This is an optimization exercise on Yosys and OpenROAD, whose aim is small area, a short achievable clock period and few clock cycles per item, not a production implementation.
Where RTL was checked, it was by simulation tests only, not by an equivalence proof against the original.
No activity file was given, so power comes from the tool's default toggle rates.

main:
// des_top
module des_top (
  input  logic        clk,
  input  logic        rst,
  input  logic        wb_cyc_i,
  input  logic        wb_stb_i,
  input  logic        wb_we_i,
  input  logic [2:0]  wb_adr_i,
  input  logic [31:0] wb_dat_i,
  output logic        wb_ack_o,
  output logic [31:0] wb_dat_o
);
  des_bus_pkg::wb_req_t wb_req;
  des_bus_pkg::wb_rsp_t wb_rsp;
  des_tables_pkg::des_job_t job;
  des_tables_pkg::block_t   result;
  logic     start;
  logic     job_decrypt;
  logic     running;
  logic     valid;
  logic     busy;
  logic     done;
  assign wb_req   = {wb_cyc_i, wb_stb_i, wb_we_i, wb_adr_i, wb_dat_i};
  assign wb_ack_o = wb_rsp.ack;
  assign wb_dat_o = wb_rsp.dat;
  des_wb_regs wb_regs_inst (
    .clk         (clk),
    .rst         (rst),
    .wb_req      (wb_req),
    .wb_rsp      (wb_rsp),
    .start       (start),
    .job_decrypt (job_decrypt),
    .job         (job),
    .result      (result),
    .valid       (valid),
    .running     (running),
    .busy        (busy),
    .done        (done)
  );
  des_engine engine_inst (
    .clk     (clk),
    .rst     (rst),
    .start   (start),
    .decrypt (job_decrypt),
    .job     (job),
    .result  (result),
    .valid   (valid),
    .running (running),
    .busy    (busy),
    .done    (done)
  );
endmodule
Size: about 290 flip-flops.
Settings: LEC_CHECK=0, CAP_MARGIN=20, CORE_MARGIN=2, CORE_UTILIZATION=65, CTS_BUF_LIST=sky130_fd_sc_hd__clkbuf_4 sky130_fd_sc_hd__clkbuf_8, SETUP_SLACK_MARGIN=4.0, SLEW_MARGIN=20; clock period 6.5 ns.
run.sh (not shown) runs the stock make flow with config.mk's settings and CLKGATE_MAP_FILE= SYNTH_SCRIPT=/design/flow/synth_recipe.tcl, a recipe that flattens the netlist after the stock synthesis.
[inputs] the feature branch vs main
# main
export LEC_CHECK = 0
export CAP_MARGIN = 20
export CORE_MARGIN = 2
export CORE_UTILIZATION = 65
export CTS_BUF_LIST = sky130_fd_sc_hd__clkbuf_4 sky130_fd_sc_hd__clkbuf_8
export SETUP_SLACK_MARGIN = 4.0
export SLEW_MARGIN = 20
create_clock -name core_clock -period 6.5 [get_ports {clk}]
# the feature branch
export LEC_CHECK = 0
export CAP_MARGIN = 20
export CORE_MARGIN = 2
export CORE_UTILIZATION = 40
export SETUP_SLACK_MARGIN = 4.0
export SLEW_MARGIN = 20
create_clock -name core_clock -period 6.5 [get_ports {clk}]
[summary]
[compare] base=main new=the feature branch: number of gates given a new drive strength after cts saw a decrease, register-to-register slack now sits higher, total power went up by 250 µW.
Lower design area was reported by main, not the feature branch.
[compare] base=main new=the feature branch: filler cell count rose 2324; share of post-route cells with drive strength above 1 went down.
Where top achievable clock speed is concerned, main is outperformed by the feature branch.
Compare the feature branch and main | final worst-path cycle share higher: main
Looking at the reports, the feature branch completed the entire flow and the layout it produced met the timing, DRC and antenna checks.
The feature branch vs. main: final worst slack shows an increase of 86 ps; sum of net half-perimeters after detailed placement went up about 7.5%.
No functional check of the RTL was part of any run of this note.

---

Another version of the RTL of des_top (not shown whole).
Size in the first run: ~1700 cells after synthesis, ~73 I/O pins, about 0.017 mm2 of cells after synthesis.
export LEC_CHECK = 0
export CAP_MARGIN = 20
export CORE_MARGIN = 2
export CORE_UTILIZATION = 40
export SETUP_SLACK_MARGIN = 4.0
export SLEW_MARGIN = 20
create_clock -name core_clock -period 6.5 [get_ports {clk}]
standard.sh (not shown) runs the stock make flow with config.mk's settings and CLKGATE_MAP_FILE= SYNTH_SCRIPT=/design/flow/synth_recipe.tcl, a recipe that flattens the netlist after the stock synthesis.
==> flow/flow/run.sh <==
#!/bin/bash
# Standard layout, with plain buffers on the ports instead of the delay cells
# buffer_ports picks by default.
set -euo pipefail
export BUFFER_PORTS_ARGS="-buffer_cell sky130_fd_sc_hd__buf_2"
bash standard.sh finish > make_finish.log 2>&1
Rerun with:
- SETUP_SLACK_MARGIN: 4.0 -> 4.3
After rerunning:
- global-route usage rose by 1.3 points
- worst setup slack is worse by 0.11 ns
- routed wire length rose by 8.2%
- maximum frequency fell by 4.1%
- cell area rose by about 8%
- via count rose by 4.4%
- sequential share of layout area fell by 2.5 points
- die area does not change
- first-iteration DRC count rose by about 0.46%
- final cell count rose by about 3.2%
- total power rose by 6.3%
No run of this note included a check of the RTL's function; only the layout flow was run.

---

Setup of run 1:
Another version of the RTL of des_top (not shown whole).
For scale: about 1700 cells after synthesis, roughly 310 flip-flops, ~17000 um^2 of cells after synthesis.
clock: 6.5 ns
lec_check: 0
cap_margin: 20
core_margin: 2
core_utilization: 40
setup_slack_margin: 4.3
slew_margin: 20
==> flow/flow/run.sh <==
#!/bin/bash
# Standard layout, with two changes: plain buffers on the ports instead of the
# delay cells buffer_ports picks by default, and the module holding the last
# xor of the round kept apart while Yosys and ABC map the logic, so the late
# S-box outputs meet one xor gate. synth_recipe.tcl flattens it afterwards.
set -euo pipefail
export BUFFER_PORTS_ARGS="-buffer_cell sky130_fd_sc_hd__buf_2"
export SYNTH_KEEP_MODULES="des_xmix"
bash standard.sh finish > make_finish.log 2>&1
Testbench counts of run 1, summed over its fixed seeds: cycles 8,512, items 384.
Inputs modified between run 1 and run 2:
-- flow/config.mk --
<<< run 1, line 9
export CORE_MARGIN = 2
export CORE_UTILIZATION = 40
export SETUP_SLACK_MARGIN = 4.3
export SLEW_MARGIN = 20
>>> run 2, line 9
export CORE_MARGIN = 2
export CORE_UTILIZATION = 40
export SETUP_SLACK_MARGIN = 4.0
export SLEW_MARGIN = 20
--- outcome ---
Taking run 1 as the reference, in run 2 largest voltage drop on the vdd net went down 8.0%; shortest period the worst path allows went up 120 ps; overall power went down about 5.5%; final core area utilization went down 2.5 points.
Run 2 vs run 1 — initial antenna violation count rose 2.
In the final design statistics, run 2 uses fewer standard cells in total than run 1.
Compared with run 1, in run 2 wire length decreased by 5.4% relative to the old numbers; count of inserted antenna diode cells rose 2; clock share of power now sits higher; post-layout instance area shows a reduction of 5.2%; global-route usage went down by 1.1 points.
### run 2 -> run 3
-- flow/config.mk --
<<< run 2, line 8
export CAP_MARGIN = 20
export CORE_MARGIN = 2
export CORE_UTILIZATION = 40
export SETUP_SLACK_MARGIN = 4.0
export SLEW_MARGIN = 20
>>> run 3, line 8
export CAP_MARGIN = 20
export CORE_MARGIN = 2
export CORE_UTILIZATION = 50
export CTS_CLUSTER_DIAMETER = 80
export CTS_CLUSTER_SIZE = 20
export SETUP_SLACK_MARGIN = 4.15
export SLEW_MARGIN = 20
Notes after the runs:
Row total number of cells along the worst setup path: run 3 higher / run 2 lower. Run 3 vs run 2 on share of cell area taken by multi-input logic gates: run 3 is the higher one. Total power draw on run 3 is ahead of run 2. Cell count, run 3 and run 2: higher on run 2.
### run 3 -> run 4
-- flow/config.mk --
<<< run 3, line 9
export CORE_MARGIN = 2
export CORE_UTILIZATION = 50
export CTS_CLUSTER_DIAMETER = 80
export CTS_CLUSTER_SIZE = 20
export SETUP_SLACK_MARGIN = 4.15
export SLEW_MARGIN = 20
>>> run 4, line 9
export CORE_MARGIN = 2
export CORE_UTILIZATION = 50
export SETUP_SLACK_MARGIN = 4.15
export SLEW_MARGIN = 20
## What came out
- Taking run 3 as the reference, in run 4 time the final worst path needs with I/O delays and setup now sits lower; static power due to leakage now sits higher; sequential share of layout area now sits lower; overall routing resource usage now sits higher; final cell count without fillers now sits higher.
- Power was higher in the run labelled run 4.
- Setup slack: run 4 vs run 3 up 72 ps
- Run 4 ended up with flop to primary output as its type of the worst setup path; run 3 ended up with flop to flop.
- Clock group share of total power (lower): run 3

---

Setup of cedar:
des_top, a different RTL version from the one above (not shown whole).
Size in the first run: roughly 290 flip-flops, about 19000 µm² of cells after synthesis.
clock: 6.5 ns
lec_check: 0
abc_clock_period_in_ps: 2700
cap_margin: 20
core_margin: 2
core_utilization: 40
setup_slack_margin: 3.8
slew_margin: 20
run.sh (not shown) runs the stock make flow with config.mk's settings and CLKGATE_MAP_FILE= SYNTH_SCRIPT=/design/flow/synth_recipe.tcl, a recipe that flattens the netlist after the stock synthesis.
Stock flow here: none of the scripts above is used.
cedar finished every stage and its layout cleared the timing, DRC and antenna checks.
Here is what was changed in the inputs of oak compared with cedar.
- removing ABC_CLOCK_PERIOD_IN_PS (formerly 2700)
Notes after the runs:
From cedar to oak the numbers moved as follows: total count of max-transition violations in the final report flat, combinational logic power flat, cell area after synthesis flat.
As far as internal power contribution goes, oak and cedar are indistinguishable; the numbers are identical.
Summary of oak over cedar: number of DRC violations after detailed-routing iteration 0 closely matched the old numbers, routed via count closely matched the old numbers, critical path depth in cells closely matched the old numbers.
Re worst path setup slack after routing: no difference whatsoever between oak and cedar.
Diff oak..cedar | sequential cell area | unchanged
Comparing oak with cedar, the number of maximum-capacitance constraint violations came out essentially unchanged.
Function was not checked in any run of this note: the RTL went through the layout flow alone.

---

## job 101
RTL: one of the versions met above, not the one the previous note started from.
For scale: roughly 1700 cells after synthesis, roughly 310 flip-flops, roughly 73 I/O pins, roughly 17000 um^2 of cells after synthesis.
==> flow/design.v (excerpt) <==
module des_top (
  input  logic        clk,
  input  logic        rst,
  input  logic        wb_cyc_i,
  input  logic        wb_stb_i,
  input  logic        wb_we_i,
  input  logic [2:0]  wb_adr_i,
  input  logic [31:0] wb_dat_i,
  output logic        wb_ack_o,
  output logic [31:0] wb_dat_o
);
  des_bus_pkg::wb_req_t wb_req;
  des_bus_pkg::wb_rsp_t wb_rsp;
  des_tables_pkg::des_job_t job;
  des_tables_pkg::block_t   result;
  logic     start;
  logic     start_nx;
  logic     decrypt_nx;
  logic     running;
  logic     valid;
  logic     busy;
  logic     done;
  assign wb_req   = {wb_cyc_i, wb_stb_i, wb_we_i, wb_adr_i, wb_dat_i};
  assign wb_ack_o = wb_rsp.ack;
  assign wb_dat_o = wb_rsp.dat;
  des_wb_regs wb_regs_inst (
    .clk         (clk),
    .rst         (rst),
    .wb_req      (wb_req),
    .wb_rsp      (wb_rsp),
    .start       (start),
    .start_nx    (start_nx),
    .decrypt_nx  (decrypt_nx),
    .job         (job),
    .result      (result),
    .valid       (valid),
    .running     (running),
    .busy        (busy),
    .done        (done)
  );
  des_engine engine_inst (
    .clk     (clk),
    .rst     (rst),
    .start   (start),
    .start_nx   (start_nx),
    .decrypt_nx (decrypt_nx),
    .job     (job),
    .result  (result),
  ...
export LEC_CHECK = 0
export CAP_MARGIN = 20
export CORE_MARGIN = 2
export CORE_UTILIZATION = 40
export SETUP_SLACK_MARGIN = 4.15
export SLEW_MARGIN = 20
create_clock -name core_clock -period 6.5 [get_ports {clk}]
standard.sh (not shown) runs the stock make flow with config.mk's settings and CLKGATE_MAP_FILE= SYNTH_SCRIPT=/design/flow/synth_recipe.tcl, a recipe that flattens the netlist after the stock synthesis.
Scripts as last shown in full above: flow/flow/run.sh
Testbench counts of job 101, summed over its fixed seeds: cycles 8,512, items 384.
#### Input delta (job 102 over job 101)
- an added TNS_END_PERCENT of 30
==> comparison <==
- A launching instance or port of the critical path of wb_adr_i[2] is what job 102 shows, while wb_regs_inst.dat_q[28] belongs to job 101.
- Looking at routed wirelength normalized by instance count, job 102 sits about 1.7% above job 101.
- Looking at share of total power in sequential cells, job 102 sits 1.6 points below job 101.
- Re total setup violations reported at the end of the flow: no difference whatsoever between job 101 and job 102.
- Job 102 and job 101 ended up with roughly the same clock skew.
- On layout overhead on the synthesized area, job 102 and job 101 are neck and neck.
- On area after synthesis, job 102 tracks job 101 almost exactly.
- Summary: with job 101 as the reference, number of global-route vias before repair in job 102 moved up by a few percent.
- Job 102 vs. job 101: global-route met3 utilization was more or less identical, part of the power in the clock network went up by 3.0 points, via count went up by about 0.5%.
- [job 102] part of the cycle the worst path needs rose 2.5 points relative to job 101
The following lists how job 103 was set up differently from job 102:
- setting CTS_CLUSTER_DIAMETER to 80 for the first time
- changing CORE_UTILIZATION from 40 to 50
- setting CTS_CLUSTER_SIZE to 20 for the first time
- changing SETUP_SLACK_MARGIN from 4.15 to 4.2
- removing TNS_END_PERCENT (formerly 30)
==> run summary <==
- Overall power consumption, job 103 and job 102, lower one = job 103.
- Every run (job 103 and job 102) finished clean.
- Peak-usage layer in the global routing report = met2: job 102; peak-usage layer in the global routing report = met1: job 103
- The cell with the largest stage delay on the worst path comes out a21o_4 in one run and dfxtp_4 in the other, namely in job 102 and job 103 respectively.
- Looking at portion of total power attributed to combinational logic across job 103 and job 102, the one that comes out higher is job 103.
- Job 102 has lower worst-case clock skew than job 103.
- Beginning of the critical path = wb_regs_inst.dat_q[28]: job 103; beginning of the critical path = wb_adr_i[2]: job 102
- Job 103 against job 102: worst setup slack after layout increased by 210 ps relative to the old numbers, signed area change from the synthesized netlist to the final layout decreased by 0.61 points relative to the old numbers.
- Relative to job 102, the final cell area reported for job 103 is lower.

[what the ideal ports hide]
How much do the figures lean on ideal ports? The routed layouts below were timed once more, with nothing changed but the port constraints. Step 1: set_driving_cell puts a clkbuf_16 on clk and a buf_2 on each other input, an assumption about the parent block. Step 2 moves the port delays by t, midway between the first and last clock arrival at a register: inputs arrive t later, outputs are due t later. That takes back most of the time a late clock gives input paths. Three values: ideal, step 1, step 2; two values: the first two.
| run | t (ns) | slack for setup (ns) | worst setup path after step 2 | clock arrival spread, ns |
|---|---|---|---|---|
| main | 0.603 | 3.692 / 3.692 / 3.433 | input to register | 0.051 / 0.051 |
| the feature branch | 0.548 | 3.777 / 3.777 / 3.505 | input to register | 0.017 / 0.017 |
| the first run of note 2 | 0.610 | 4.007 / 4.007 / 3.487 | input to register | 0.010 / 0.010 |
| the second run of note 2 | 0.609 | 3.899 / 3.899 / 3.642 | input to register | 0.025 / 0.025 |
| run 1 | 0.619 | 4.149 / 4.095 / 3.663 | input to register | 0.009 / 0.009 |
| run 2 | 0.620 | 4.033 / 4.021 / 3.441 | input to register | 0.010 / 0.010 |
| run 3 | 0.572 | 4.098 / 4.095 / 3.621 | input to register | 0.029 / 0.029 |
| run 4 | 0.573 | 4.170 / 4.116 / 3.658 | input to register | 0.013 / 0.013 |
| cedar | 0.635 | 3.355 / 3.355 / 3.186 | input to register | 0.028 / 0.028 |
| oak | 0.635 | 3.355 / 3.355 / 3.186 | input to register | 0.028 / 0.028 |
| job 101 | 0.610 | 4.153 / 4.103 / 3.582 | input to register | 0.019 / 0.020 |
| job 102 | 0.615 | 3.991 / 4.022 / 3.407 | input to register | 0.014 / 0.015 |
| job 103 | 0.570 | 4.196 / 4.141 / 3.719 | input to register | 0.018 / 0.018 |
After both steps setup and hold are still met in every run listed. For run 2, which loses most, drivers alone change the setup slack by -0.012 ns; drivers and shift together by -0.592 ns.
